This design comes from an exercise in tuning for small area on the open sky130 flow, not from production work. In this exercise RTL edits were held to simulation tests only and were not proved equivalent to the original. No activity file was given, so power comes from the tool's default toggle rates. The clock port is modelled as an ideal driver; clocking choices that lean on that would not hold on a real chip.

===== run.sh =====
#!/bin/bash
# synth_recipe.tcl (not shown) runs the flow's synth.tcl, then flattens the netlist and writes it again
# the make line also repeats each setting of config.mk as NAME=value (left out here)
make -C /OpenROAD-flow-scripts/flow DESIGN_CONFIG=/design/flow/config.mk WORK_HOME=/design/flow/orfs CLKGATE_MAP_FILE= SYNTH_SCRIPT=/design/flow/synth_recipe.tcl finish

===== config.mk =====
export PLATFORM = sky130hd
export DESIGN_NAME = conv_window_buffer
export DESIGN_NICKNAME = conv_window_buffer
export VERILOG_FILES = /design/flow/design.v
export SDC_FILE = /design/flow/constraint.sdc
export NUM_CORES = 4
export LEC_CHECK = 0
export CAP_MARGIN = 20
export CORE_MARGIN = 2
export CORE_UTILIZATION = 40
export SLEW_MARGIN = 20

===== constraint.sdc =====
create_clock -name core_clock -period 6.0 [get_ports {clk}]
set_input_delay 1.2000 -clock core_clock [delete_from_list [all_inputs] [get_ports {clk}]]
set_output_delay 1.2000 -clock core_clock [all_outputs]
set_load 0.01 [all_outputs]

===== design.v =====
module conv_window_buffer #(
    parameter int BITWIDTH     = 8,
    parameter int DATACHANNEL  = 3,
    parameter int FILTERHEIGHT = 5,
    parameter int FILTERWIDTH  = 5,
    parameter int DATAWIDTH    = 28,
    parameter int DATAHEIGHT   = 28
) (
    input  logic clk,
    input  logic rst,
    input  logic in_valid,
    output logic in_ready,
    input  logic [BITWIDTH*DATACHANNEL-1:0] pixel,
    output logic out_valid,
    input  logic out_ready,
    output logic [BITWIDTH*DATACHANNEL*FILTERHEIGHT*FILTERWIDTH-1:0] window,
    output logic out_last
);
    localparam int PW = BITWIDTH * DATACHANNEL;
    localparam int NS = (FILTERHEIGHT - 1) * DATAWIDTH + FILTERWIDTH;
    localparam int CW = (DATAWIDTH > 1) ? $clog2(DATAWIDTH) : 1;
    localparam int RW = (DATAHEIGHT > 1) ? $clog2(DATAHEIGHT) : 1;
    logic [PW-1:0] sr [NS];
    logic [CW-1:0] col;
    logic [RW-1:0] row;
    logic          col_end;
    logic          row_end;
    logic          complete;
    logic          accept;
    logic          ready;
    logic          valid_q;
    assign ready    = !rst && (!valid_q || out_ready);
    assign accept   = in_valid && ready;
    assign col_end  = (col == CW'(DATAWIDTH - 1));
    assign row_end  = (row == RW'(DATAHEIGHT - 1));
    assign complete = (row >= RW'(FILTERHEIGHT - 1)) &&
                      (col >= CW'(FILTERWIDTH - 1));
    assign in_ready  = ready;
    assign out_valid = valid_q;
    assign out_last  = (row == '0) && (col == '0);
    always_comb begin
        for (int r = 0; r < FILTERHEIGHT; r++) begin
            for (int c = 0; c < FILTERWIDTH; c++) begin
                window[(r*FILTERWIDTH + c)*PW +: PW] =
                    sr[(FILTERHEIGHT-1-r)*DATAWIDTH + (FILTERWIDTH-1-c)];
            end
        end
    end
    always_ff @(posedge clk) begin
        if (accept) begin
            sr[0] <= pixel;
            for (int k = 1; k < NS; k++) begin
                sr[k] <= sr[k-1];
            end
        end
    end
    always_ff @(posedge clk) begin
        if (rst) begin
            col <= '0;
            row <= '0;
        end else if (accept) begin
            if (col_end) begin
                col <= '0;
                row <= row_end ? '0 : row + 1'b1;
            end else begin
                col <= col + 1'b1;
            end
        end
    end
    always_ff @(posedge clk) begin
        if (rst) begin
            valid_q <= 1'b0;
        end else if (accept) begin
            valid_q <= complete;
        end else if (out_ready) begin
            valid_q <= 1'b0;
        end
    end
endmodule

==> run summary, run 1 <==
CP Launch Type=input pin; Detail Route met2 WL=48400 microns; reg-to-reg setup timing slack=3300 ps; dominant cell type by area after synthesis=edfxtp_1; initial antenna violation count=1; CTS Root Buffer Type=clkbuf_16; CP max-delay cell=clkdlybuf4s50_1; H-tree levels=5; largest cells by area after synthesis=edfxtp_1 (99%), dfxtp_1 (0.26%), ha_1 (0.059%); main combinational cell family by area after synthesis=simple AND/OR/NAND/NOR gates; Max transition margin=35.0%; drt pass-1 iters=5; Yosys top cell area share=99.3%; first-pass GRT wire length=176000 microns; Yosys Warn Count=2; Req. time, crit path=4800 ps; most common cell in the netlist=edfxtp_1; initial core utilization=40.1%; Tcrit/Tclk final=63.3%; mux cell area share after synthesis=0.0295%; metal3 WL=8000 microns; Critical Path AT=2600 ps; CP most frequent cell=clkdlybuf4s50_1; CTS resizes=0; Top FF cell, synth=edfxtp_1; Finished Layout Cells=6891; Die Wd=465 microns; vias per cell=4.42; adder-cell area share of the yosys netlist=0.0589%; Reg clk slew, reported paths=60 ps; Clk Latency, worst-skew pair=900 ps; syn_area_per_cell=29.5 sq um; clock buffer count from CTS=295; Total GRT Usage=10.3%; total core area=212000 sq um; endpoints failing hold=0; die area=216000 sq um; Area growth syn-to-layout=22.9%; register area=84500 sq um; synthesis-stage register bit count=2819; XOR/XNOR Fraction of Synth Area=0.0309%; simple-gate share of the synthesized area=0.218%; largest net degree at the start of global routing=135; Cell Area, Synth=85000 sq um; status=complete, no violations; leakage power=33.8 nW; hold_buf cts=0; DRC Markers=0; most frequent cells after synthesis=edfxtp_1 (2808), dfxtp_1 (11), nor2_1 (10); postcts setup bufs=0; final setup vio count=0; row cnt=169; HP Class=flip-flop to flip-flop; Avg WL per Cell=16.7 microns; hold path depth=0; worst vdd ir=288 uV; DRT antenna net count=0; Initial DRC Count=2775; asr flop ratio synth=0%; Unique masters post-synth=32; Multi-input gate area=370 sq um; Detail Placement HPWL=59700 microns; Register-to-Register Path Depth=4; syn nets=2912; max incr delay on CP=550 ps; worst-path cell chain=clkdlybuf4s50_1, and2b_2, nor2_1, clkdlybuf4s50_1; Slew @ Worst Pin=973 ps; CP endpoint kind=output port; reg2reg end=sr[28][17]$_DFFE_PP_; CTS tree=done; Compound-Gate Fraction of Synth Area=0.0884%; achievable clock frequency=263 MHz; number of flops mapped to enable cells by yosys=2808; Pwr Density=385 nW/um^2; Setup TNS=0 ps; register area share after synthesis=99.5%; Detailed Route WL=115000 microns; RSZ-0062 raised after global routing=false; IO Pins=631; layout cell share with drive strength beyond 1=11.1%; vias in the first global route=30414; PortBufs=630; worst clock skew=61.2 ps; clock sink total=2819; layout net count=3902; Min-Delay Endpoint=sr[67][4]$_DFFE_PP_; Max FO, Critical Path=4; max-slew violations=0; top layer in use=met4; placed cells=6394; wire length on met1=54700 microns; gr ovfl total=0; Max-cap violations=0; Max Buffers Root-to-Sink=4; critical path class=input pin to output port; reg2reg start=valid_q$_SDFFE_PP0P_; Period minus WS final=3800 ps; hold path start=sr[66][4]$_DFFE_PP_; routed vias=30492; Cells after Synth=2880; Die Y=465 microns; fill count=16578; RD Place Congestion=0.732
-- where the power goes --
group          leakage [nW]  total (mW)  switching [mW]  internal, mW
logic                  3.06       0.827           0.517         0.310
clock network          4.29        16.6            6.86          9.76
registers              26.4        22.7           0.250          22.5
total                  33.8        40.2            7.62          32.6
-- placed cells by master (no fill, tap or decap), drive strengths merged --
master,Yosys,layout
a41o,1,1
nand4,1,1
dfxtp,11,11
clkdlybuf4s50,0,630
nand2b,2,2
nand2,2,2
diode,0,3
clkinv,0,110
nor2b,1,1
bufinv,0,16
o21ai,2,2
inv,7,14
clkinvlp,0,9
ha,4,4
buf,2,66
mux2i,1,1
o31ai,1,1
nor2,10,10
mux2,1,1
nor3,5,5
clkbuf,1,352
xor2,1,1
nand4b,1,1
and4,1,1
edfxtp,2808,2808
or2,1,1
and2b,3,3
a21oi,4,4
a41oi,2,2
a32oi,1,1
xnor2,2,2
nand3,4,4
-- worst max path at each step --
stage,end,from
floorplan,sr[0][0]$_DFFE_PP_,out_ready
global placement,sr[93][21]$_DFFE_PP_,rst
detailed placement,sr[109][6]$_DFFE_PP_,rst
CTS,in_ready,out_ready
global route,in_ready,out_ready
finish,in_ready,out_ready
-- logic make-up after synthesis --
group                    count (synthesis)
AO/OA/AOI/OAI                           11
XOR/XNOR                                 3
adder cells (fa/ha/maj)                  4
buffers and inverters                   10
flip-flops                            2819
multiplexers                             2
AND/OR/NAND/NOR                         31
-- critical path: cells and delay by family --
kind,cells,cell delay (ps)
simple gates,2,370
buf+inv,2,1030
-- sequential cells by signal, summed over array words and instances, names as in the netlist --
register  flops
row           5
valid_q       1
sr         2808
col           5
-- stage by stage --
stage / setup slack [ps] / instance area, sq um / total power, mW / hold WS [ps] / util [%]
3_5_place_dp: 1670 / 95600 / 24.0 / 405 / 45.2
3_3_place_gp: 1710 / 95600 / 24.0 / 400 / 45.2
6_report: 2200 / 104000 / 40.2 / 369 / 49.3
4_1_cts: 2200 / 104000 / 40.8 / 365 / 49.3
2_1_floorplan: -37510 / 85000 / 24.6 / 400 / -
5_1_grt: 2170 / 104000 / 41.7 / 381 / 49.3
-- layout make-up --
cell class	count	area share (%)
inverter	7	0.0252
multi-input combinational	51	0.355
tap	2821	3.38
sequential	2819	81.0
timing repair buffer	696	6.87
clock inverter	142	1.06
antenna	3	0.00719
clock buffer	352	7.35
-- metal layers --
metal  vias up  global-route usage [%]
met5         -                       0
met4         0                    4.91
met3       280                    3.40
met2       885                    14.0
met1     15548                    14.8
li1      13779                       -
==> run 2, diff against run 1 <==
==> flow/run.sh (new file) <==
#!/bin/bash
set -euo pipefail
export BUFFER_PORTS_ARGS="-buffer_cell sky130_fd_sc_hd__buf_1"
export CTS_ARGS="-sink_clustering_enable -repair_clock_nets -buf_list {sky130_fd_sc_hd__clkbuf_4 sky130_fd_sc_hd__clkbuf_8} -sink_clustering_size 18 -sink_clustering_max_diameter 50 -dont_use_dummy_load"
bash standard.sh finish > standard_flow.log 2>&1
==> standard.sh (new file) <==
#!/bin/bash
# synth_recipe.tcl (not shown) runs the flow's synth.tcl, then flattens the netlist and writes it again
# the make line also repeats each setting of config.mk as NAME=value (left out here)
make -C /OpenROAD-flow-scripts/flow DESIGN_CONFIG=/design/flow/config.mk WORK_HOME=/design/flow/orfs CLKGATE_MAP_FILE= SYNTH_SCRIPT=/design/flow/synth_recipe.tcl "${@:-finish}"
removed: run.sh
==> run summary, run 2 <==
initial core utilization=40.1% (unchanged); Unique masters post-synth=32 (unchanged); Slew @ Worst Pin=648 ps (was 973 ps); routed vias=29315 (was 30492); Critical Path AT=2010 ps (was 2600 ps); CP Launch Type=flip-flop (was input pin); Int Pwr=25.9 mW (was 32.6 mW); Yosys Warn Count=2 (unchanged); drt pass-1 iters=6 (was 5); XOR/XNOR Fraction of Synth Area=0.0309% (unchanged); reg2reg start=valid_q$_SDFFE_PP0P_ (unchanged); Total GRT Usage=9.53% (was 10.3%); mux cell area share after synthesis=0.0295% (unchanged); CTS tree=done (unchanged); Core Util, Final=44.8% (was 49.3%); clock power share=27.0% (was 41.4%); synthesis-stage register bit count=2819 (unchanged); postcts setup bufs=0 (unchanged); leakage power=29.4 nW (was 33.8 nW); most frequent cells after synthesis=edfxtp_1 (2808), dfxtp_1 (11), nor2_1 (10) (unchanged); Biggest register=sr (unchanged); Register-to-Register Path Depth=5 (was 4); Setup TNS=0 ps (unchanged); main combinational cell family by area after synthesis=simple AND/OR/NAND/NOR gates (unchanged); adder-cell area share of the yosys netlist=0.0589% (unchanged); hold path start=sr[69][10]$_DFFE_PP_ (was sr[66][4]$_DFFE_PP_); number of flops mapped to enable cells by yosys=2808 (unchanged); Clk Latency, worst-skew pair=950 ps (was 900 ps); dominant cell type by area after synthesis=edfxtp_1 (unchanged); fill count=17546 (was 16578); Worst path top cell family by delay=simple AND/OR/NAND/NOR gates (was buffers and inverters); syn nets=2912 (unchanged); Area growth syn-to-layout=11.7% (was 22.9%); initial antenna violation count=3 (was 1); commonest non-fill, non-tap cell in the layout=edfxtp_1 (unchanged); worst-path cell chain=nor3_1, and4_1, buf_1 (was clkdlybuf4s50_1, and2b_2, nor2_1, clkdlybuf4s50_1); max incr delay on CP=390 ps (was 550 ps); switching pwr=6.08 mW (was 7.62 mW); DRC Markers=0 (unchanged); Top FF cell, synth=edfxtp_1 (unchanged); max FFs per register=2808 (unchanged); Tcrit/Tclk final=53.4% (was 63.3%); commonest non-fill, non-tap cells in the layout=edfxtp_1 (2808), buf_1 (630), clkbuf_8 (224), buf_4 (40), buf_12 (32) (was edfxtp_1 (2808), clkdlybuf4s50_1 (630), clkbuf_16 (299), clkinv_1 (64), clkbuf_1 (53)); IO Pins=631 (unchanged); achievable clock frequency=312 MHz (was 263 MHz); RD Place Congestion=0.783 (was 0.732); Max-cap violations=0 (unchanged); Initial DRC Count=2858 (was 2775); clock buffer count from CTS=224 (was 295); reg-to-reg setup timing slack=3470 ps (was 3300 ps); most common cell in the netlist=edfxtp_1 (unchanged); Cells after Synth=2880 (unchanged); Max Buffers Root-to-Sink=3 (was 4); HP Class=flip-flop to flip-flop (unchanged); crit path from=row[3]$_SDFFE_PP0P_ (was out_ready); die area=216000 sq um (unchanged); CTS Root Buffer Type=clkbuf_8 (was clkbuf_16); Avg WL per Cell=16.2 microns (was 16.7 microns); PortBufs=630 (unchanged); Period minus WS final=3210 ps (was 3800 ps); RSZ-0062 raised after global routing=false (unchanged); worst clock skew=101 ps (was 61.2 ps); Die Y=465 microns (unchanged); vias in the first global route=28746 (was 30414); hold_buf cts=0 (unchanged); register area=84500 sq um (unchanged); Detailed Route WL=108000 microns (was 115000 microns); sw frac=19.0% (about the same); Compound-Gate Fraction of Synth Area=0.0884% (unchanged); Detail Placement HPWL=57900 microns (was 59700 microns); Cell Area, Synth=85000 sq um (unchanged); CP max-delay cell=dfxtp_1 (was clkdlybuf4s50_1); layout cell share with drive strength beyond 1=8.04% (was 11.1%); final setup margin=2790 ps (was 2200 ps); critical path class=flip-flop to output port (was input pin to output port); Min-Delay Endpoint=sr[70][10]$_DFFE_PP_ (was sr[67][4]$_DFFE_PP_); register area share after synthesis=99.5% (unchanged); worst vdd ir=216 uV (was 288 uV); Max FO, Critical Path=8 (was 4); layout net count=3838 (was 3902); vias per cell=4.42 (about the same); dpl cell area=91800 sq um (was 95600 sq um); biggest regs=sr (2808), col (5), row (5) (unchanged); clock sink total=2819 (unchanged); Max transition margin=56.8% (was 35.0%); hold path depth=0 (unchanged); CP endpoint kind=output port (unchanged); Pwr Density=337 nW/um^2 (was 385 nW/um^2); Final Cell Area=94900 sq um (was 104000 sq um); asr flop ratio synth=0% (unchanged); H-tree levels=4 (was 5); row cnt=169 (unchanged); Comb pwr share=2.0% (was 2.1%); syn_area_per_cell=29.5 sq um (unchanged); largest cells by area after synthesis=edfxtp_1 (99%), dfxtp_1 (0.26%), ha_1 (0.059%) (unchanged); endpoints failing hold=0 (unchanged); Die Wd=465 microns (unchanged); Reg power frac=71.0% (was 56.6%); gr ovfl total=0 (unchanged); CTS resizes=0 (unchanged); post-place setup slack=2240 ps (was 1670 ps); reg2reg end=sr[8][4]$_DFFE_PP_ (was sr[28][17]$_DFFE_PP_); Yosys top cell area share=99.3% (unchanged); max-slew violations=0 (unchanged); Reg clk slew, reported paths=100 ps (was 60 ps); Multi-input gate area=370 sq um (unchanged); simple-gate share of the synthesized area=0.218% (unchanged); first-pass GRT wire length=164000 microns (was 176000 microns); largest net degree at the start of global routing=121 (was 135); final setup vio count=0 (unchanged); Req. time, crit path=4800 ps (about the same); DRT antenna net count=0 (unchanged); status=complete, no violations (unchanged); CP Buf/Inv Count=1 (was 2); total core area=212000 sq um (unchanged)
[run 2: cell types whose count changed in the layout (fill, tap and decap cells not counted), sizes merged]
cell / change
inv: -7
clkinvlp: -9
diode: +1
clkbuf: -128
buf: +637
clkdlybuf4s50: -630
bufinv: -16
clkinv: -110
[run 2: per-layer routing]
metal / up-vias / wire length [microns] / track usage [%]
met5: - / 0 / 0
met2: 808 / 45900 / 13.5
li1: 13380 / - / -
met3: 222 / 7190 / 2.98
met1: 14905 / 51600 / 13.9
met4: 0 / 2810 / 3.47
[run 2: layout make-up]
type | count | area share (%)
diodes | 4 | 0.0105
clock buffers | 224 | 3.25
inverters | 7 | 0.0277
multi-input cells | 51 | 0.390
flip-flops and latches | 2819 | 89.1
well taps | 2821 | 3.72
repair buffers | 703 | 3.51
[run 2: worst max-delay path by stage]
| stage | end | slack (ps) | cells past startpoint |
|---|---|---|---|
| floorplan | sr[0][0]$_DFFE_PP_ | -37510 | 2 |
| global placement | sr[107][12]$_DFFE_PP_ | 1990 | 6 |
| detailed placement | sr[2][4]$_DFFE_PP_ | 2240 | 6 |
| CTS | out_last | 2630 | 3 |
| global route | out_last | 2620 | 3 |
| finish | out_last | 2790 | 3 |
[run 2: metrics by stage]
step           power [mW]  std cells  hold slack [ps]
2_1_floorplan        24.6       2880              400
3_3_place_gp         23.8       6400              400
3_5_place_dp         23.8       6401              405
4_1_cts              32.6       6625              224
5_1_grt              33.3       6629              279
6_report             32.0       6629              315
[run 2: logic make-up after synthesis]
| logic type | count (synthesis) |
|---|---|
| flip-flops | 2819 |
| AND/OR/NAND/NOR | 31 |
| AO/OA/AOI/OAI | 11 |
| buffers and inverters | 10 |
| adder cells (fa/ha/maj) | 4 |
| XOR/XNOR | 3 |
| multiplexers | 2 |
[run 2: power groups by stage]
| stage | Clock [mW] | Sequential (mW) | Combinational [mW] |
|---|---|---|---|
| after floorplan | 0 | 24.4 | 0.273 |
| after global placement | 0 | 23.1 | 0.636 |
| after detailed placement | 0 | 23.1 | 0.655 |
| after CTS | 9.21 | 22.7 | 0.652 |
| after global routing | 9.86 | 22.8 | 0.701 |
| final | 8.64 | 22.7 | 0.633 |
[run 2: worst register-to-register path, delay by kind of cell (launching register included)]
family / cells / cell delay, ps
flops: 1 / 320
buf+inv: 3 / 1090
simple gates: 2 / 720
==> run 3, diff against run 2 <==
==> flow/run.sh (replaced) <==
#!/bin/bash
set -euo pipefail
export BUFFER_PORTS_ARGS="-buffer_cell sky130_fd_sc_hd__buf_1"
export CTS_ARGS="-sink_clustering_enable -repair_clock_nets -buf_list {sky130_fd_sc_hd__clkbuf_4 sky130_fd_sc_hd__clkbuf_8} -sink_clustering_size 20 -sink_clustering_max_diameter 55 -dont_use_dummy_load"
bash standard.sh finish > standard_flow.log 2>&1
==> run summary, run 3 <==
reg2reg end=sr[20][19]$_DFFE_PP_ (was sr[8][4]$_DFFE_PP_); layout cell share with drive strength beyond 1=7.14% (was 8.04%); clock sink total=2819 (unchanged); Detail Placement HPWL=57900 microns (unchanged); Pwr Density=332 nW/um^2 (was 337 nW/um^2); register area share after synthesis=99.5% (unchanged); syn_area_per_cell=29.5 sq um (unchanged); DRT antenna net count=0 (unchanged); Cells after Synth=2880 (unchanged); critical path class=flip-flop to output port (unchanged); Min-Delay Endpoint=sr[38][20]$_DFFE_PP_ (was sr[70][10]$_DFFE_PP_); main combinational cell family by area after synthesis=simple AND/OR/NAND/NOR gates (unchanged); met2 Usage GRT=13.5% (about the same); adder-cell area share of the yosys netlist=0.0589% (unchanged); Reg clk slew, reported paths=110 ps (was 100 ps); Max-cap violations=0 (unchanged); met3 usage in global routing=2.87% (was 2.98%); Max Buffers Root-to-Sink=3 (unchanged); CP endpoint kind=output port (unchanged); die area=216000 sq um (unchanged); Setup TNS=0 ps (unchanged); Req. time, crit path=4800 ps (about the same); Yosys Warn Count=2 (unchanged); RSZ-0062 raised after global routing=false (unchanged); total core area=212000 sq um (unchanged); IO Pins=631 (unchanged); synthesis-stage register bit count=2819 (unchanged); worst vdd ir=233 uV (was 216 uV); DRC Markers=0 (unchanged); max FFs per register=2808 (unchanged); HP Class=flip-flop to flip-flop (unchanged); Biggest register=sr (unchanged); reg-to-reg setup timing slack=3450 ps (was 3470 ps); Initial DRC Count=2774 (was 2858); hold path start=sr[37][20]$_DFFE_PP_ (was sr[69][10]$_DFFE_PP_); Period minus WS final=3190 ps (was 3210 ps); worst clock skew=103 ps (was 101 ps); Max FO, Critical Path=5 (was 8); CTS tree=done (unchanged); Avg WL per Cell=16.2 microns (about the same); Die Wd=465 microns (unchanged); clock buffer count from CTS=187 (was 224); hold_buf cts=0 (unchanged); Hold Slack=318 ps (was 315 ps); simple-gate share of the synthesized area=0.218% (unchanged); GR Util met1=13.9% (about the same); Die Y=465 microns (unchanged); number of flops mapped to enable cells by yosys=2808 (unchanged); final setup vio count=0 (unchanged); PortBufs=630 (unchanged); GRT Max-Usage Layer=met1 (unchanged); biggest regs=sr (2808), col (5), row (5) (unchanged); Max transition margin=56.4% (was 56.8%); Compound-Gate Fraction of Synth Area=0.0884% (unchanged); H-tree levels=4 (unchanged); Register-to-Register Path Depth=5 (unchanged); row cnt=169 (unchanged); XOR/XNOR Fraction of Synth Area=0.0309% (unchanged); Clk Latency, worst-skew pair=930 ps (was 950 ps); initial antenna violation count=3 (unchanged); Yosys top cell area share=99.3% (unchanged); first-pass GRT wire length=163000 microns (was 164000 microns); CP Launch Type=flip-flop (unchanged); Total GRT Usage=9.49% (was 9.53%); leakage power=29.2 nW (was 29.4 nW); Critical Path AT=1990 ps (was 2010 ps); endpoints failing hold=0 (unchanged); initial core utilization=40.1% (unchanged); syn nets=2912 (unchanged); gr ovfl total=0 (unchanged); achievable clock frequency=313 MHz (was 312 MHz); most common cell in the netlist=edfxtp_1 (unchanged); largest cells by area after synthesis=edfxtp_1 (99%), dfxtp_1 (0.26%), ha_1 (0.059%) (unchanged); asr flop ratio synth=0% (unchanged); routed vias=29190 (was 29315); postcts setup bufs=0 (unchanged); Detailed Route WL=107000 microns (was 108000 microns); layout net count=3801 (was 3838); CTS Root Buffer Type=clkbuf_8 (unchanged); Core Util, Final=44.6% (was 44.8%); commonest non-fill, non-tap cell in the layout=edfxtp_1 (unchanged); commonest non-fill, non-tap cells in the layout=edfxtp_1 (2808), buf_1 (630), clkbuf_8 (187), buf_4 (40), buf_12 (32) (was edfxtp_1 (2808), buf_1 (630), clkbuf_8 (224), buf_4 (40), buf_12 (32)); largest net degree at the start of global routing=121 (unchanged); mux cell area share after synthesis=0.0295% (unchanged); vias in the first global route=28499 (was 28746); max-slew violations=0 (unchanged); Tcrit/Tclk final=53.2% (was 53.4%); Cell Area, Synth=85000 sq um (unchanged); Slew @ Worst Pin=654 ps (was 648 ps); vias per cell=4.43 (was 4.42); Area growth syn-to-layout=11.1% (was 11.7%); reg2reg start=valid_q$_SDFFE_PP0P_ (unchanged); CTS resizes=0 (unchanged); drt pass-1 iters=5 (was 6); hold path depth=0 (unchanged); RD Place Congestion=0.783 (unchanged); status=complete, no violations (unchanged); Top FF cell, synth=edfxtp_1 (unchanged); dominant cell type by area after synthesis=edfxtp_1 (unchanged); most frequent cells after synthesis=edfxtp_1 (2808), dfxtp_1 (11), nor2_1 (10) (unchanged); Unique masters post-synth=32 (unchanged)
[run 3: cell counts after synthesis]
Identical to the previous run, type by type.
[run 3: routing by layer]
layer	wire length [microns]	up-vias
li1	-	13304
met1	51500	14903
met2	45900	785
met3	6840	198
met4	2750	0
met5	0	-
[run 3: cell type report]
cell class,count,area (sq um)
repair buffers,703,3330
inverters,7,26.3
fillers,17519,117000
flip-flops and latches,2819,84500
clock buffers,187,2570
multi-input cells,51,370
well taps,2821,3530
diodes,5,12.5
[run 3: cells by family (layout without fill, tap and decap cells)]
group | Yosys count | in the layout
xor gates and xnor gates | 3 | 3
DFF | 2819 | 2819
and+or+nand+nor | 31 | 31
buffers and inverters | 10 | 897
muxes | 2 | 2
adders and majority gates | 4 | 4
other | 0 | 5
AOI/OAI and AO/OA | 11 | 11
[run 3: power by group]
| group | leakage (nW) | switching [mW] | internal, mW |
|---|---|---|---|
| Sequential | 26.4 | 0.248 | 22.4 |
| Combinational | 1.39 | 0.506 | 0.127 |
| Clock | 1.34 | 5.20 | 2.79 |
[run 3: worst max-delay path by stage]
stage                   startpoint                    end  slack, ps  cells after the start
3_5_place_dp                   rst     sr[2][4]$_DFFE_PP_       2240                      6
3_3_place_gp                   rst  sr[107][12]$_DFFE_PP_       1990                      6
6_report       row[4]$_SDFFE_PP0P_               out_last       2810                      3
4_1_cts        row[4]$_SDFFE_PP0P_               out_last       2630                      3
2_1_floorplan            out_ready     sr[0][0]$_DFFE_PP_     -37510                      2
5_1_grt        row[3]$_SDFFE_PP0P_               out_last       2590                      3
[run 3: through the flow]
| stage | worst slack, ps | std cells | area [sq um] | total power [mW] |
|---|---|---|---|---|
| floorplan | -37510 | 2880 | 85000 | 24.6 |
| global placement | 1990 | 6400 | 91800 | 23.8 |
| detailed placement | 2240 | 6401 | 91800 | 23.8 |
| CTS | 2630 | 6588 | 94400 | 31.9 |
| global route | 2590 | 6593 | 94400 | 32.7 |
| finish | 2810 | 6593 | 94400 | 31.3 |
[run 3: critical path: stages (launching register included)]
cell	delay, ps
dfxtp_1	350
nor3_1	330
and4_1	270
buf_1	160
==> run 4, diff against run 3 <==
--- a/config.mk
+++ b/config.mk
@@ -9,3 +9,4 @@
 export CORE_MARGIN = 2
-export CORE_UTILIZATION = 40
+export CORE_UTILIZATION = 60
+export PLACE_DENSITY = 0.8
 export SLEW_MARGIN = 20
==> run summary, run 4 <==
max-slew violations=0 (unchanged); biggest regs=sr (2808), col (5), row (5) (unchanged); first-pass GRT wire length=156000 microns (was 163000 microns); synthesis-stage register bit count=2819 (unchanged); Req. time, crit path=4800 ps (about the same); register area share after synthesis=99.5% (unchanged); IO Pins=631 (unchanged); most common cell in the netlist=edfxtp_1 (unchanged); Core Util, Final=65.8% (was 44.6%); final setup margin=2570 ps (was 2810 ps); Max FO, Critical Path=5 (unchanged); Detail Placement HPWL=57100 microns (was 57900 microns); status=complete, no violations (unchanged); final setup vio count=0 (unchanged); Die Wd=380 microns (was 465 microns); RD Place Congestion=0.766 (was 0.783); Cell Area, Synth=85000 sq um (unchanged); achievable clock frequency=291 MHz (was 313 MHz); commonest non-fill, non-tap cells in the layout=edfxtp_1 (2808), buf_1 (630), clkbuf_8 (177), buf_4 (35), buf_12 (22) (was edfxtp_1 (2808), buf_1 (630), clkbuf_8 (187), buf_4 (40), buf_12 (32)); Unique masters post-synth=32 (unchanged); Max transition margin=37.8% (was 56.4%); die area=145000 sq um (was 216000 sq um); critical path class=flip-flop to output port (unchanged); Period minus WS final=3430 ps (was 3190 ps); clock sink total=2819 (unchanged); syn_area_per_cell=29.5 sq um (unchanged); DRT antenna net count=0 (unchanged); most frequent cells after synthesis=edfxtp_1 (2808), dfxtp_1 (11), nor2_1 (10) (unchanged); row cnt=138 (was 169); CP Launch Type=flip-flop (unchanged); post-place setup slack=2100 ps (was 2240 ps); Top FF cell, synth=edfxtp_1 (unchanged); Hold Slack=309 ps (was 318 ps); commonest non-fill, non-tap cell in the layout=edfxtp_1 (unchanged); initial core utilization=60.2% (was 40.1%); DRC Markers=0 (unchanged); Reg clk slew, reported paths=110 ps (about the same); Initial DRC Count=2520 (was 2774); asr flop ratio synth=0% (unchanged); Cells after Synth=2880 (unchanged); Setup TNS=0 ps (unchanged); Tcrit/Tclk final=57.2% (was 53.2%); number of flops mapped to enable cells by yosys=2808 (unchanged); Die Y=380 microns (was 465 microns); PortBufs=630 (unchanged); Clk Latency, worst-skew pair=880 ps (was 930 ps); HP Class=flip-flop to flip-flop (unchanged); Avg WL per Cell=18.5 microns (was 16.2 microns); leakage power=29.0 nW (was 29.2 nW); drt pass-1 iters=5 (unchanged); clock buffer count from CTS=177 (was 187); CTS resizes=0 (unchanged); CTS Root Buffer Type=clkbuf_8 (unchanged); largest cells by area after synthesis=edfxtp_1 (99%), dfxtp_1 (0.26%), ha_1 (0.059%) (unchanged); Critical Path AT=2230 ps (was 1990 ps); layout cell share with drive strength beyond 1=6.50% (was 7.14%); CTS tree=done (unchanged); Yosys top cell area share=99.3% (unchanged); worst vdd ir=261 uV (was 233 uV); H-tree levels=4 (unchanged); largest net degree at the start of global routing=147 (was 121); routed vias=28972 (was 29190); max FFs per register=2808 (unchanged); endpoints failing hold=0 (unchanged); initial antenna violation count=4 (was 3); vias in the first global route=27859 (was 28499); postcts setup bufs=0 (unchanged); dominant cell type by area after synthesis=edfxtp_1 (unchanged); Slew @ Worst Pin=930 ps (was 654 ps); total core area=141000 sq um (was 212000 sq um); Biggest register=sr (unchanged); Max Buffers Root-to-Sink=3 (unchanged); Total GRT Usage=13.9% (was 9.49%); vias per cell=5.14 (was 4.43); Yosys Warn Count=2 (unchanged); Detailed Route WL=104000 microns (was 107000 microns); worst clock skew=129 ps (was 103 ps); layout net count=3775 (was 3801); gr ovfl total=0 (unchanged); Max-cap violations=0 (unchanged); RSZ-0062 raised after global routing=false (unchanged); hold_buf cts=0 (unchanged); CP endpoint kind=output port (unchanged); Area growth syn-to-layout=9.25% (was 11.1%); Pwr Density=334 nW/um^2 (was 332 nW/um^2); syn nets=2912 (unchanged)
-- run 4: cell counts after synthesis --
No cell type changed its count.
-- run 4: final cells by class --
class                           count  area [sq um]
Sequential cell                  2819         84500
Fill cell                        8418         48300
Multi-Input combinational cell     51           370
Inverter                            7          26.3
Tap cell                         1890          2360
Clock buffer                      177          2440
Timing Repair Buffer              687          3070
Antenna cell                        1          2.50
-- run 4: power by group --
part | total, mW | internal [mW] | switching [mW]
clock | 7.67 | 2.65 | 5.02
sequential | 22.7 | 22.4 | 0.259
combinational | 0.606 | 0.109 | 0.496
-- run 4: worst max-delay path: stages (launching register included) --
cell,delay [ps]
dfxtp_1,370
nor3_1,280
and4_1,460
buf_1,230
-- run 4: routing by layer --
layer / GRT usage (%) / routed length, microns / vias up
met5: 0 / 0 / -
met4: 4.39 / 2250 / 0
met3: 3.42 / 5660 / 169
met2: 21.4 / 48900 / 770
met1: 20.1 / 47400 / 14788
li1: - / - / 13245
-- run 4: stage by stage --
step	area (sq um)	total power, mW	instances
after floorplan	85000	24.6	2880
after global placement	90400	23.7	5454
after detailed placement	90400	23.8	5454
after CTS	92800	31.4	5631
after global routing	92800	32.1	5632
final	92800	31.0	5632
-- run 4: logic make-up (layout without fill, tap and decap cells) --
logic type | Yosys count | count (layout) | share of synthesized area (%)
adder cells (fa/ha/maj) | 4 | 4 | 0.0589
AO/OA/AOI/OAI | 11 | 11 | 0.0884
multiplexers | 2 | 2 | 0.0295
buffers and inverters | 10 | 871 | 0.0574
other | 0 | 1 | 0
AND/OR/NAND/NOR | 31 | 31 | 0.218
flip-flops | 2819 | 2819 | 99.5
XOR/XNOR | 3 | 3 | 0.0309
-- run 4: worst paths after layout --
kind,from,endpoint,slack [ps],depth (start not counted)
worst max-delay path,col[2]$_SDFFE_PP0P_,out_last,2570,3
worst min-delay path,sr[21][1]$_DFFE_PP_,sr[22][1]$_DFFE_PP_,310,0
worst max register to register,valid_q$_SDFFE_PP0P_,sr[112][13]$_DFFE_PP_,3190,4
worst min register to register,sr[21][1]$_DFFE_PP_,sr[22][1]$_DFFE_PP_,310,0
==> run 5, diff against run 4 <==
==> flow/run.sh (replaced) <==
#!/bin/bash
set -euo pipefail
export BUFFER_PORTS_ARGS="-buffer_cell sky130_fd_sc_hd__buf_1"
export CTS_ARGS="-sink_clustering_enable -repair_clock_nets -buf_list {sky130_fd_sc_hd__clkbuf_8 sky130_fd_sc_hd__clkbuf_16} -sink_clustering_size 32 -sink_clustering_max_diameter 80 -dont_use_dummy_load"
bash standard.sh finish > standard_flow.log 2>&1
--- a/config.mk
+++ b/config.mk
@@ -9,4 +9,3 @@
 export CORE_MARGIN = 2
-export CORE_UTILIZATION = 60
-export PLACE_DENSITY = 0.8
+export CORE_UTILIZATION = 40
 export SLEW_MARGIN = 20
==> run summary, run 5 <==
most common cell in the netlist=edfxtp_1 (unchanged); postcts setup bufs=0 (unchanged); reg-to-reg setup timing slack=3460 ps (was 3190 ps); most frequent cells after synthesis=edfxtp_1 (2808), dfxtp_1 (11), nor2_1 (10) (unchanged); leakage power=29.2 nW (was 29.0 nW); asr flop ratio synth=0% (unchanged); Pwr Density=336 nW/um^2 (was 334 nW/um^2); Avg WL per Cell=16.2 microns (was 18.5 microns); routed vias=28820 (was 28972); vias in the first global route=27633 (was 27859); Reg power frac=71.5% (was 73.3%); PortBufs=630 (unchanged); synthesis-stage register bit count=2819 (unchanged); initial antenna violation count=3 (was 4); Yosys top cell area share=99.3% (unchanged); Max transition margin=56.5% (was 37.8%); DRT antenna net count=0 (unchanged); clock power share=26.5% (was 24.8%); Int Pwr=25.8 mW (was 25.2 mW); max-slew violations=0 (unchanged); register area share after synthesis=99.5% (unchanged); worst vdd ir=298 uV (was 261 uV); hold path start=sr[61][1]$_DFFE_PP_ (was sr[21][1]$_DFFE_PP_); largest net degree at the start of global routing=121 (was 147); Cell Area, Synth=85000 sq um (unchanged); first-pass GRT wire length=160000 microns (was 156000 microns); clock sink total=2819 (unchanged); achievable clock frequency=331 MHz (was 291 MHz); syn nets=2912 (unchanged); Area growth syn-to-layout=11.3% (was 9.25%); worst-path cell chain=nor3_1, and4_1, buf_1 (unchanged); final setup margin=2980 ps (was 2570 ps); CP endpoint kind=output port (unchanged); vias per cell=4.42 (was 5.14); H-tree levels=3 (was 4); Die Y=465 microns (was 380 microns); max FFs per register=2808 (unchanged); Critical Path AT=1820 ps (was 2230 ps); Yosys Warn Count=2 (unchanged); Tcrit/Tclk final=50.3% (was 57.2%); DRC Markers=0 (unchanged); Max-cap violations=0 (unchanged); Reg clk slew, reported paths=90 ps (was 110 ps); switching pwr=5.89 mW (was 5.78 mW); Setup TNS=0 ps (unchanged); Max FO, Critical Path=8 (was 5); total core area=212000 sq um (was 141000 sq um); Detailed Route WL=105000 microns (was 104000 microns); drt pass-1 iters=5 (unchanged); reg2reg end=sr[16][22]$_DFFE_PP_ (was sr[112][13]$_DFFE_PP_); commonest non-fill, non-tap cells in the layout=edfxtp_1 (2808), buf_1 (630), clkbuf_16 (109), buf_4 (40), buf_12 (32) (was edfxtp_1 (2808), buf_1 (630), clkbuf_8 (177), buf_4 (35), buf_12 (22)); Initial DRC Count=2984 (was 2520); Detail Placement HPWL=57900 microns (was 57100 microns); critical path class=flip-flop to output port (unchanged); Total GRT Usage=9.27% (was 13.9%); max incr delay on CP=390 ps (was 460 ps); hold_buf cts=0 (unchanged); largest cells by area after synthesis=edfxtp_1 (99%), dfxtp_1 (0.26%), ha_1 (0.059%) (unchanged); reg2reg start=valid_q$_SDFFE_PP0P_ (unchanged); layout net count=3723 (was 3775); Cells after Synth=2880 (unchanged); CTS Root Buffer Type=clkbuf_16 (was clkbuf_8); Finished Layout Cells=6513 (was 5632); RD Place Congestion=0.783 (was 0.766); post-place setup slack=2240 ps (was 2100 ps); Die Wd=465 microns (was 380 microns); Unique masters post-synth=32 (unchanged); gr ovfl total=0 (unchanged); initial core utilization=40.1% (was 60.2%); status=complete, no violations (unchanged); IO Pins=631 (unchanged); number of flops mapped to enable cells by yosys=2808 (unchanged); Req. time, crit path=4800 ps (about the same); hold path depth=0 (unchanged); Biggest register=sr (unchanged); Register-to-Register Path Depth=5 (was 4); dpl cell area=91800 sq um (was 90400 sq um); row cnt=169 (was 138); Slew @ Worst Pin=652 ps (was 930 ps); Comb pwr share=2.0% (about the same); CTS tree=done (unchanged); CP max-delay cell=dfxtp_1 (was and4_1); layout cell share with drive strength beyond 1=5.18% (was 6.50%); Clk Latency, worst-skew pair=760 ps (was 880 ps); HP Class=flip-flop to flip-flop (unchanged); clock buffer count from CTS=109 (was 177); sw frac=18.6% (about the same); RSZ-0062 raised after global routing=false (unchanged); syn_area_per_cell=29.5 sq um (unchanged); biggest regs=sr (2808), col (5), row (5) (unchanged); CP Launch Type=flip-flop (unchanged); commonest non-fill, non-tap cell in the layout=edfxtp_1 (unchanged); final setup vio count=0 (unchanged); Period minus WS final=3020 ps (was 3430 ps); Min-Delay Endpoint=sr[62][1]$_DFFE_PP_ (was sr[22][1]$_DFFE_PP_); dominant cell type by area after synthesis=edfxtp_1 (unchanged); Core Util, Final=44.7% (was 65.8%); Top FF cell, synth=edfxtp_1 (unchanged); die area=216000 sq um (was 145000 sq um); Max Buffers Root-to-Sink=3 (unchanged); placed cells=6401 (was 5454); worst clock skew=50.0 ps (was 129 ps); endpoints failing hold=0 (unchanged); CTS resizes=0 (unchanged); Final Cell Area=94500 sq um (was 92800 sq um)
==> run 5: changes by cell type in the layout (fill, tap and decap cells not counted) <==
cell | previous run | this run
diode_2 | 1 | 3
clkbuf_8 | 177 | 0
buf_4 | 35 | 40
buf_12 | 22 | 32
buf_16 | 0 | 1
clkbuf_16 | 0 | 109
==> run 5: worst max-delay path, delay by kind of cell, from the launching register on <==
kind                   cells  cell delay (ps)
buffers and inverters      1              160
flip-flops                 1              390
AND/OR/NAND/NOR            2              550
==> run 5: cell families after synthesis <==
| logic type | after synthesis | synth area share [%] |
|---|---|---|
| fa+ha+maj | 4 | 0.0589 |
| xor+xnor | 3 | 0.0309 |
| simple gates | 31 | 0.218 |
| buf+inv | 10 | 0.0574 |
| flops | 2819 | 99.5 |
| compound gates | 11 | 0.0884 |
| mux | 2 | 0.0295 |
==> run 5: worst max-delay path by stage <==
stage,depth (start not counted),end,from
after global routing,3,out_last,row[3]$_SDFFE_PP0P_
after global placement,6,sr[107][12]$_DFFE_PP_,rst
after floorplan,2,sr[0][0]$_DFFE_PP_,out_ready
after detailed placement,6,sr[2][4]$_DFFE_PP_,rst
final,3,out_last,row[3]$_SDFFE_PP0P_
after CTS,3,out_last,row[4]$_SDFFE_PP0P_
==> run 5: through the flow <==
| step | hold WS [ps] | total power [mW] |
|---|---|---|
| final | 355 | 31.7 |
| after global routing | 363 | 32.9 |
| after CTS | 352 | 32.2 |
| after detailed placement | 405 | 23.8 |
| after global placement | 400 | 23.8 |
| after floorplan | 400 | 24.6 |
==> run 5: layout make-up <==
type,count,area [sq um]
Fill cell,17529,117000
Sequential cell,2819,84500
Tap cell,2821,3530
Timing Repair Buffer,703,3330
Clock buffer,109,2730
Multi-Input combinational cell,51,370
Inverter,7,26.3
Antenna cell,3,7.51
==> run 5: power by group through the flow <==
stage               clock network, mW  registers [mW]  logic, mW
detailed placement                  0            23.1      0.655
global placement                    0            23.1      0.636
floorplan                           0            24.4      0.273
global route                     9.47            22.8      0.701
CTS                              8.88            22.7      0.652
finish                           8.39            22.7      0.632
==> run 5: metal layers <==
layer  wire (microns)  vias up  share of wire [%]  GRT usage (%)
li1                 -    13182                  -              -
met1            51200    14815                 49           13.8
met2            45500      689                 43           13.4
met3             6250      134                5.9           2.53
met4             2410        0                2.3           2.67
met5                0        -                  0              0
==> run 6, diff against run 5 <==
--- a/design.v
+++ b/design.v
@@ -31,2 +31,5 @@
     logic          valid_q;
+    logic          empty_q;    
+    logic          shift;      
+    logic          hold;       
     assign ready    = !rst && (!valid_q || out_ready);
@@ -37,2 +40,4 @@
                       (col >= CW'(FILTERWIDTH - 1));
+    assign shift = in_valid && !rst && (!valid_q || out_ready);
+    assign hold  = !in_valid || rst || (!empty_q && !out_ready);
     assign in_ready  = ready;
@@ -49,7 +54,5 @@
     always_ff @(posedge clk) begin
-        if (accept) begin
-            sr[0] <= pixel;
-            for (int k = 1; k < NS; k++) begin
-                sr[k] <= sr[k-1];
-            end
+        sr[0] <= ({PW{shift}} & pixel) | ({PW{hold}} & sr[0]);
+        for (int k = 1; k < NS; k++) begin
+            sr[k] <= ({PW{shift}} & sr[k-1]) | ({PW{hold}} & sr[k]);
         end
@@ -72,6 +75,9 @@
             valid_q <= 1'b0;
+            empty_q <= 1'b1;
         end else if (accept) begin
             valid_q <= complete;
+            empty_q <= !complete;
         end else if (out_ready) begin
             valid_q <= 1'b0;
+            empty_q <= 1'b1;
         end
==> flow/run.sh (replaced) <==
#!/bin/bash
set -euo pipefail
export BUFFER_PORTS_ARGS="-buffer_cell sky130_fd_sc_hd__buf_1"
export CTS_ARGS="-sink_clustering_enable -repair_clock_nets -buf_list {sky130_fd_sc_hd__clkbuf_4 sky130_fd_sc_hd__clkbuf_8} -sink_clustering_size 20 -sink_clustering_max_diameter 55 -dont_use_dummy_load"
bash standard.sh finish > standard_flow.log 2>&1
==> run summary, run 6 <==
most frequent cells after synthesis=dfxtp_1 (2820), a22o_1 (2808), buf_6 (514) (was edfxtp_1 (2808), dfxtp_1 (11), nor2_1 (10)); layout cell share with drive strength beyond 1=4.59% (was 5.18%); fill count=20174 (was 17529); leakage power=34.9 nW (was 29.2 nW); Detailed Route WL=175000 microns (was 105000 microns); total core area=219000 sq um (was 212000 sq um); placed cells=9289 (was 6401); Req. time, crit path=4800 ps (about the same); Area growth syn-to-layout=3.77% (was 11.3%); Total GRT Usage=14.8% (was 9.27%); number of flops mapped to enable cells by yosys=0 (was 2808); Period minus WS final=3250 ps (was 3020 ps); Max Buffers Root-to-Sink=3 (unchanged); CTS resizes=0 (unchanged); register area=56500 sq um (was 84500 sq um); syn nets=6349 (was 2912); Yosys top cell area share=64.1% (was 99.3%); Unique masters post-synth=37 (was 32); asr flop ratio synth=0% (unchanged); largest cells by area after synthesis=dfxtp_1 (64%), a22o_1 (28%), buf_6 (6.6%) (was edfxtp_1 (99%), dfxtp_1 (0.26%), ha_1 (0.059%)); max FFs per register=2808 (unchanged); achievable clock frequency=307 MHz (was 331 MHz); DRT antenna net count=0 (unchanged); RSZ-0062 raised after global routing=false (unchanged); Setup TNS=0 ps (unchanged); Detail Placement HPWL=107000 microns (was 57900 microns); Hold Slack=356 ps (was 355 ps); largest net degree at the start of global routing=238 (was 121); die area=224000 sq um (was 216000 sq um); hold_buf cts=0 (unchanged); Max transition margin=19.2% (was 56.5%); PortBufs=630 (unchanged); Critical Path AT=2050 ps (was 1820 ps); IO Pins=631 (unchanged); biggest regs=sr (2808), col (5), row (5) (unchanged); worst clock skew=109 ps (was 50.0 ps); Tcrit/Tclk final=54.2% (was 50.3%); layout net count=6653 (was 3723); gr ovfl total=0 (unchanged); max-slew violations=0 (unchanged); initial core utilization=40.2% (was 40.1%); register area share after synthesis=64.1% (was 99.5%); HP Class=flip-flop to flip-flop (unchanged); Cells after Synth=6317 (was 2880); most common cell in the netlist=dfxtp_1 (was edfxtp_1); Initial DRC Count=3731 (was 2984); Yosys Warn Count=2 (unchanged); commonest non-fill, non-tap cells in the layout=dfxtp_1 (2820), a22o_1 (2808), buf_1 (630), clkbuf_8 (201), buf_4 (59) (was edfxtp_1 (2808), buf_1 (630), clkbuf_16 (109), buf_4 (40), buf_12 (32)); vias per cell=5.39 (was 4.42); H-tree levels=4 (was 3); Cell Area, Synth=88100 sq um (was 85000 sq um); CTS Root Buffer Type=clkbuf_8 (was clkbuf_16); RD Place Congestion=0.844 (was 0.783); dominant cell type by area after synthesis=dfxtp_1 (was edfxtp_1); row cnt=172 (was 169); worst vdd ir=197 uV (was 298 uV); Finished Layout Cells=9497 (was 6513); Clk Latency, worst-skew pair=920 ps (was 760 ps); Top FF cell, synth=dfxtp_1 (was edfxtp_1); syn_area_per_cell=14.0 sq um (was 29.5 sq um); CTS tree=done (unchanged); commonest non-fill, non-tap cell in the layout=dfxtp_1 (was edfxtp_1); Max FO, Critical Path=10 (was 8); Multi-input gate area=25000 sq um (was 370 sq um); routed vias=51186 (was 28820); drt pass-1 iters=5 (unchanged); final setup vio count=0 (unchanged); Pwr Density=324 nW/um^2 (was 336 nW/um^2); Biggest register=sr (unchanged); vias in the first global route=48559 (was 27633); DRC Markers=0 (unchanged); clock buffer count from CTS=201 (was 109); initial antenna violation count=8 (was 3); Slew @ Worst Pin=1210 ps (was 652 ps); endpoints failing hold=0 (unchanged); CP endpoint kind=output port (unchanged); first-pass GRT wire length=275000 microns (was 160000 microns); Die Y=473 microns (was 465 microns); synthesis-stage register bit count=2820 (was 2819); status=complete, no violations (unchanged); Avg WL per Cell=18.4 microns (was 16.2 microns); Reg clk slew, reported paths=120 ps (was 90 ps); critical path class=input pin to output port (was flip-flop to output port); postcts setup bufs=0 (unchanged); clock sink total=2820 (was 2819); Max-cap violations=0 (unchanged); Die Wd=473 microns (was 465 microns); CP Launch Type=input pin (was flip-flop)
run 6: cell families after synthesis:
logic type                 share of synthesized area [%]
DFF                                                 64.1
muxes                                             0.0114
and+or+nand+nor                                    0.204
xor gates and xnor gates                          0.0298
adders and majority gates                         0.0568
AOI/OAI and AO/OA                                   28.0
buffers and inverters                               7.63
run 6: cell type report:
class	instances	area share, %
sequential	2820	61.7
multi-input combinational	2862	27.3
timing repair buffer	730	3.98
tap	2871	3.93
clock buffer	201	3.02
inverter	6	0.0246
antenna	7	0.0192
run 6: power by group:
part	internal [mW]	leakage, nW	switching [mW]
Clock	2.99	1.45	5.53
Combinational	0.557	10.7	0.873
Sequential	19.3	22.8	0.388
run 6: metrics by stage:
step                      area [sq um]  setup slack, ps  total power [mW]  util [%]
after floorplan                  88100             3180              21.3         -
after global routing             91500             2650              31.0      41.7
final                            91500             2750              29.6      41.7
after detailed placement         88700             2360              21.5      40.4
after global placement           88600             2370              21.5      40.4
after CTS                        91400             2600              30.1      41.7
run 6: final timing paths:
path / depth (start not counted) / start / to / slack, ps
min: 1 / sr[77][21]$_DFF_P_ / sr[78][21]$_DFF_P_ / 360
max reg2reg: 4 / valid_q$_SDFFE_PP0P_ / sr[68][23]$_DFF_P_ / 3420
min reg2reg: 1 / sr[77][21]$_DFF_P_ / sr[78][21]$_DFF_P_ / 360
max: 4 / out_ready / in_ready / 2750
run 6: routing by layer:
layer,part of all wire (%),vias to the layer above,GRT usage [%],routed length [microns]
met3,4.4,240,3.04,7700
met1,47,25328,20.2,81300
met5,0,-,0,0
met4,2.0,0,3.80,3470
met2,47,764,23.7,82300
li1,-,24854,-,-
run 6: worst max-delay path: stages:
cell,delay [ps]
buf_1,180
nand2b_1,330
nor2b_1,180
buf_1,170
==> run 7, diff against run 6 <==
--- a/config.mk
+++ b/config.mk
@@ -9,3 +9,4 @@
 export CORE_MARGIN = 2
-export CORE_UTILIZATION = 40
+export CORE_UTILIZATION = 60
+export PLACE_DENSITY = 0.8
 export SLEW_MARGIN = 20
==> run summary, run 7 <==
drt pass-1 iters=7 (was 5); Area growth syn-to-layout=1.80% (was 3.77%); layout cell share with drive strength beyond 1=4.06% (was 4.59%); switching pwr=6.43 mW (was 6.79 mW); HP Class=flip-flop to flip-flop (unchanged); most common cell in the netlist=dfxtp_1 (unchanged); Yosys top cell area share=64.1% (unchanged); IO Pins=631 (unchanged); Unique masters post-synth=37 (unchanged); sw frac=22.3% (was 22.9%); largest cells by area after synthesis=dfxtp_1 (64%), a22o_1 (28%), buf_6 (6.6%) (unchanged); Comb pwr share=4.8% (about the same); Top FF cell, synth=dfxtp_1 (unchanged); Initial DRC Count=3367 (was 3731); Pwr Density=322 nW/um^2 (was 324 nW/um^2); final setup vio count=0 (unchanged); postcts setup bufs=0 (unchanged); initial antenna violation count=2 (was 8); Reg power frac=68.1% (was 66.4%); Worst path top cell family by delay=simple AND/OR/NAND/NOR gates (unchanged); max-slew violations=0 (unchanged); critical path class=input pin to output port (unchanged); worst clock skew=140 ps (was 109 ps); Yosys Warn Count=2 (unchanged); Total GRT Usage=20.2% (was 14.8%); routed vias=51298 (was 51186); Die Y=387 microns (was 473 microns); RSZ-0062 raised after global routing=false (unchanged); commonest non-fill, non-tap cells in the layout=dfxtp_1 (2820), a22o_1 (2808), buf_1 (630), clkbuf_8 (175), buf_4 (54) (was dfxtp_1 (2820), a22o_1 (2808), buf_1 (630), clkbuf_8 (201), buf_4 (59)); clock power share=27.2% (was 28.8%); CP max-delay cell=nand2b_1 (unchanged); syn_area_per_cell=14.0 sq um (unchanged); number of flops mapped to enable cells by yosys=0 (unchanged); vias in the first global route=48459 (was 48559); Biggest register=sr (unchanged); H-tree levels=4 (unchanged); Req. time, crit path=4800 ps (about the same); Critical Path AT=2130 ps (was 2050 ps); Max-cap violations=0 (unchanged); achievable clock frequency=300 MHz (was 307 MHz); status=complete, no violations (unchanged); Reg clk slew, reported paths=110 ps (was 120 ps); largest net degree at the start of global routing=228 (was 238); Detail Placement HPWL=99800 microns (was 107000 microns); asr flop ratio synth=0% (unchanged); DRT antenna net count=0 (unchanged); most frequent cells after synthesis=dfxtp_1 (2820), a22o_1 (2808), buf_6 (514) (unchanged); Detailed Route WL=160000 microns (was 175000 microns); endpoints failing hold=0 (unchanged); Cells after Synth=6317 (unchanged); Max FO, Critical Path=10 (unchanged); synthesis-stage register bit count=2820 (unchanged); CTS resizes=0 (unchanged); max FFs per register=2808 (unchanged); Die Wd=387 microns (was 473 microns); hold_buf cts=0 (unchanged); register area share after synthesis=64.1% (unchanged); total core area=146000 sq um (was 219000 sq um); Setup TNS=0 ps (unchanged); first-pass GRT wire length=257000 microns (was 275000 microns); DRC Markers=0 (unchanged); CP endpoint kind=output port (unchanged); CTS Root Buffer Type=clkbuf_8 (unchanged); vias per cell=6.03 (was 5.39); Avg WL per Cell=18.8 microns (was 18.4 microns); CP most frequent cell=buf_1 (unchanged); Hold Slack=351 ps (was 356 ps); Clk Latency, worst-skew pair=940 ps (was 920 ps); layout net count=6616 (was 6653); Int Pwr=22.4 mW (was 22.8 mW); worst vdd ir=286 uV (was 197 uV); Max transition margin=25.9% (was 19.2%); biggest regs=sr (2808), col (5), row (5) (unchanged); dominant cell type by area after synthesis=dfxtp_1 (unchanged); row cnt=140 (was 172); PortBufs=630 (unchanged); CP Launch Type=input pin (unchanged); gr ovfl total=0 (unchanged); commonest non-fill, non-tap cell in the layout=dfxtp_1 (unchanged); CP Buf/Inv Count=2 (unchanged); fill count=11135 (was 20174); Slew @ Worst Pin=1110 ps (was 1210 ps); Cell Area, Synth=88100 sq um (unchanged); CTS tree=done (unchanged); die area=150000 sq um (was 224000 sq um); clock buffer count from CTS=175 (was 201); worst-path cell chain=buf_1, nand2b_1, nor2b_1, buf_1 (unchanged); Final Power=28.9 mW (was 29.6 mW); leakage power=34.6 nW (was 34.9 nW); clock sink total=2820 (unchanged); Max Buffers Root-to-Sink=3 (unchanged); Tcrit/Tclk final=55.5% (was 54.2%); syn nets=6349 (unchanged); max incr delay on CP=340 ps (was 330 ps); Period minus WS final=3330 ps (was 3250 ps); initial core utilization=60.5% (was 40.2%); RD Place Congestion=0.844 (about the same)
run 7: area by class of cell:
| class | instances | area, sq um | area share, % |
|---|---|---|---|
| flip-flops and latches | 2820 | 56500 | 62.9 |
| multi-input cells | 2862 | 25000 | 27.8 |
| repair buffers | 719 | 3460 | 3.86 |
| clock buffers | 175 | 2410 | 2.68 |
| well taps | 1917 | 2400 | 2.67 |
| inverters | 6 | 22.5 | 0.0251 |
| diodes | 4 | 10.0 | 0.0112 |
run 7: logic make-up (layout without fill, tap and decap cells):
| group | count (synthesis) | after routing | synth area share, % |
|---|---|---|---|
| buf+inv | 635 | 900 | 7.63 |
| simple gates | 32 | 32 | 0.204 |
| other cells | 0 | 4 | 0 |
| xor+xnor | 3 | 3 | 0.0298 |
| mux | 1 | 1 | 0.0114 |
| fa+ha+maj | 4 | 4 | 0.0568 |
| compound gates | 2822 | 2822 | 28.0 |
| flops | 2820 | 2820 | 64.1 |
run 7: power groups by stage:
stage	clock network [mW]	registers [mW]	logic (mW)
2_1_floorplan	0	20.0	1.33
3_3_place_gp	0	20.1	1.35
3_5_place_dp	0	20.1	1.38
4_1_cts	8.11	19.7	1.38
5_1_grt	8.80	19.7	1.51
6_report	7.84	19.7	1.38
run 7: final timing paths:
check	slack, ps	depth (start not counted)	endpoint	from
max	2670	4	in_ready	out_ready
min reg2reg	350	1	sr[108][21]$_DFF_P_	sr[107][21]$_DFF_P_
min	350	1	sr[108][21]$_DFF_P_	sr[107][21]$_DFF_P_
max reg2reg	3470	5	sr[37][18]$_DFF_P_	valid_q$_SDFFE_PP0P_
run 7: metrics by stage:
stage / instance area (sq um) / setup WS, ps / cells / utilization, %
5_1_grt: 89700 / 2650 / 8501 / 61.6
3_5_place_dp: 87300 / 2250 / 8324 / 59.9
3_3_place_gp: 87300 / 2340 / 8324 / 59.9
6_report: 89700 / 2670 / 8503 / 61.6
2_1_floorplan: 88100 / 3180 / 6317 / -
4_1_cts: 89700 / 2700 / 8499 / 61.6
run 7: per-layer routing:
metal / part of all wire [%] / wire (microns) / vias up / GRT usage [%]
li1: - / - / 24783 / -
met4: 2.7 / 4240 / 0 / 6.19
met2: 49 / 78100 / 952 / 33.9
met1: 44 / 71100 / 25319 / 26.8
met5: 0 / 0 / - / 0
met3: 4.0 / 6450 / 244 / 3.28
==> run 8, diff against run 7 <==
--- a/config.mk
+++ b/config.mk
@@ -7,3 +7,3 @@
 export LEC_CHECK = 0
-export CAP_MARGIN = 20
+export CAP_MARGIN = 5
 export CORE_MARGIN = 2
@@ -11,2 +11,2 @@
 export PLACE_DENSITY = 0.8
-export SLEW_MARGIN = 20
+export SLEW_MARGIN = 5
==> run summary, run 8 <==
Initial DRC Count=3367 (unchanged); IO Pins=631 (unchanged); asr flop ratio synth=0% (unchanged); Slew @ Worst Pin=1120 ps (was 1110 ps); routed vias=51296 (was 51298); syn nets=6349 (unchanged); Critical Path AT=2130 ps (about the same); biggest regs=sr (2808), col (5), row (5) (unchanged); postcts setup bufs=0 (unchanged); Avg WL per Cell=18.8 microns (about the same); Yosys Warn Count=2 (unchanged); Area growth syn-to-layout=1.80% (about the same); dominant cell type by area after synthesis=dfxtp_1 (unchanged); synthesis-stage register bit count=2820 (unchanged); register area share after synthesis=64.1% (unchanged); worst clock skew=140 ps (about the same); layout net count=6616 (unchanged); worst vdd ir=286 uV (about the same); Register-to-Register Path Depth=5 (unchanged); Hold Slack=351 ps (about the same); layout cell share with drive strength beyond 1=4.06% (unchanged); hold path depth=1 (unchanged); max FFs per register=2808 (unchanged); clock sink total=2820 (unchanged); CP Launch Type=input pin (unchanged); Die Y=387 microns (unchanged); PortBufs=630 (unchanged); Total GRT Usage=20.2% (unchanged); Max FO, Critical Path=10 (unchanged); Biggest register=sr (unchanged); reg2reg start=valid_q$_SDFFE_PP0P_ (unchanged); status=complete, no violations (unchanged); Cells after Synth=6317 (unchanged); hold_buf cts=0 (unchanged); drt pass-1 iters=5 (was 7); HP Class=flip-flop to flip-flop (unchanged); achievable clock frequency=300 MHz (unchanged); H-tree levels=4 (unchanged); Min-Delay Endpoint=sr[108][21]$_DFF_P_ (unchanged); final setup margin=2670 ps (unchanged); DRC Markers=0 (unchanged); most common cell in the netlist=dfxtp_1 (unchanged); reg2reg end=sr[37][18]$_DFF_P_ (unchanged); gr ovfl total=0 (unchanged); CTS Root Buffer Type=clkbuf_8 (unchanged); Setup TNS=0 ps (unchanged); Max-cap violations=0 (unchanged); final setup vio count=0 (unchanged); Max transition margin=25.6% (was 25.9%); Pwr Density=322 nW/um^2 (about the same); critical path class=input pin to output port (unchanged); first-pass GRT wire length=257000 microns (unchanged); CTS tree=done (unchanged); Req. time, crit path=4800 ps (about the same); commonest non-fill, non-tap cell in the layout=dfxtp_1 (unchanged); Tcrit/Tclk final=55.5% (unchanged); Detailed Route WL=160000 microns (about the same); Core Util, Final=61.6% (about the same); RSZ-0062 raised after global routing=false (unchanged); post-place setup slack=2250 ps (unchanged); RD Place Congestion=0.844 (unchanged); CTS resizes=0 (unchanged); hold path start=sr[107][21]$_DFF_P_ (unchanged); vias in the first global route=48459 (unchanged); Max Buffers Root-to-Sink=3 (unchanged); Clk Latency, worst-skew pair=940 ps (about the same); number of flops mapped to enable cells by yosys=0 (unchanged); total core area=146000 sq um (unchanged); CP endpoint kind=output port (unchanged); most frequent cells after synthesis=dfxtp_1 (2820), a22o_1 (2808), buf_6 (514) (unchanged); Unique masters post-synth=37 (unchanged); Reg clk slew, reported paths=110 ps (about the same); Cell Area, Synth=88100 sq um (unchanged); syn_area_per_cell=14.0 sq um (unchanged); vias per cell=6.03 (about the same); Die Wd=387 microns (unchanged); max-slew violations=0 (unchanged); Period minus WS final=3330 ps (unchanged); reg-to-reg setup timing slack=3470 ps (about the same); Detail Placement HPWL=99800 microns (unchanged); largest net degree at the start of global routing=228 (unchanged); initial core utilization=60.5% (unchanged); commonest non-fill, non-tap cells in the layout=dfxtp_1 (2820), a22o_1 (2808), buf_1 (630), clkbuf_8 (175), buf_4 (55) (was dfxtp_1 (2820), a22o_1 (2808), buf_1 (630), clkbuf_8 (175), buf_4 (54)); clock buffer count from CTS=175 (unchanged); Yosys top cell area share=64.1% (unchanged); initial antenna violation count=2 (unchanged); largest cells by area after synthesis=dfxtp_1 (64%), a22o_1 (28%), buf_6 (6.6%) (unchanged); DRT antenna net count=0 (unchanged); Top FF cell, synth=dfxtp_1 (unchanged); row cnt=140 (unchanged); endpoints failing hold=0 (unchanged); die area=150000 sq um (unchanged); leakage power=34.6 nW (about the same)
-- run 8: cell counts after synthesis --
No cell type changed its count.
-- run 8: kinds of logic (layout without fill, tap and decap cells) --
logic type | Yosys count | in the layout | share of synthesized area (%)
other | 0 | 4 | 0
and+or+nand+nor | 32 | 32 | 0.204
adders and majority gates | 4 | 4 | 0.0568
AOI/OAI and AO/OA | 2822 | 2822 | 28.0
buffers and inverters | 635 | 900 | 7.63
DFF | 2820 | 2820 | 64.1
muxes | 1 | 1 | 0.0114
xor gates and xnor gates | 3 | 3 | 0.0298
-- run 8: layer usage --
layer,GRT usage [%],part of all wire (%)
met1,26.8,44
met2,33.9,49
met3,3.28,4.0
met4,6.19,2.7
met5,0,0
-- run 8: power by group --
part           switching (mW)  internal [mW]
combinational           0.828          0.547
sequential              0.385           19.3
clock                    5.22           2.62
-- run 8: worst max-delay path by stage --
stage                   start            endpoint  slack [ps]  depth (start not counted)
finish              out_ready            in_ready        2670                          4
global route        out_ready            in_ready        2650                          4
CTS                 out_ready            in_ready        2700                          4
detailed placement  out_ready  sr[65][13]$_DFF_P_        2250                          6
global placement    out_ready  sr[66][11]$_DFF_P_        2340                          6
floorplan           out_ready            in_ready        3180                          3
-- run 8: stage by stage --
step	instance area (sq um)	total power [mW]	std cells
4_1_cts	89700	29.1	8499
5_1_grt	89700	30.0	8501
2_1_floorplan	88100	21.3	6317
3_3_place_gp	87300	21.4	8324
6_report	89700	28.9	8503
3_5_place_dp	87300	21.5	8324
-- run 8: worst max-delay path: stages --
cell and delay (ps):
buf_1 190, nand2b_1 340, nor2b_1 230, buf_1 170
-- run 8: final cells by class --
cell class                 count  area (sq um)
tap                         1917          2400
antenna                        4          10.0
sequential                  2820         56500
fill                       11137         56000
inverter                       6          22.5
multi-input combinational   2862         25000
timing repair buffer         719          3460
clock buffer                 175          2410

==> separate check: timing with driven ports <==
In the flow no input, the clock included, has a driving cell. The finished layouts below were timed again as built, in two steps. Step 1 assumes that a clkbuf_16 drives the clock port and a buf_2 every other input. Step 2 moves the port delays by t, midway between the first and last clock arrival at a register: inputs arrive t later, outputs are due t later. That takes back most of the time a late clock gives input paths. Slacks: ideal / step 1 / step 2; pairs: ideal / step 1.
| run | t (ns) | slack for setup (ns) | worst register clock-pin slew, ns |
|---|---|---|---|
| run 1 | 0.968 | 2.202 / 2.177 / 1.783 | 0.06 / 0.06 |
| run 2 | 0.968 | 2.793 / 2.711 / 2.347 | 0.11 / 0.11 |
| run 3 | 0.954 | 2.806 / 2.729 / 2.324 | 0.12 / 0.12 |
| run 4 | 0.910 | 2.566 / 2.485 / 2.158 | 0.11 / 0.11 |
| run 5 | 0.830 | 2.983 / 2.899 / 2.348 | 0.12 / 0.12 |
| run 6 | 0.978 | 2.747 / 2.722 / 2.270 | 0.12 / 0.12 |
| run 7 | 0.934 | 2.671 / 2.647 / 2.235 | 0.12 / 0.12 |
| run 8 | 0.934 | 2.671 / 2.647 / 2.235 | 0.12 / 0.12 |
After both steps every run listed still meets setup and hold. The setup slack of run 5, which loses most, moves by -0.084 ns with the drivers and by -0.635 ns with both steps.
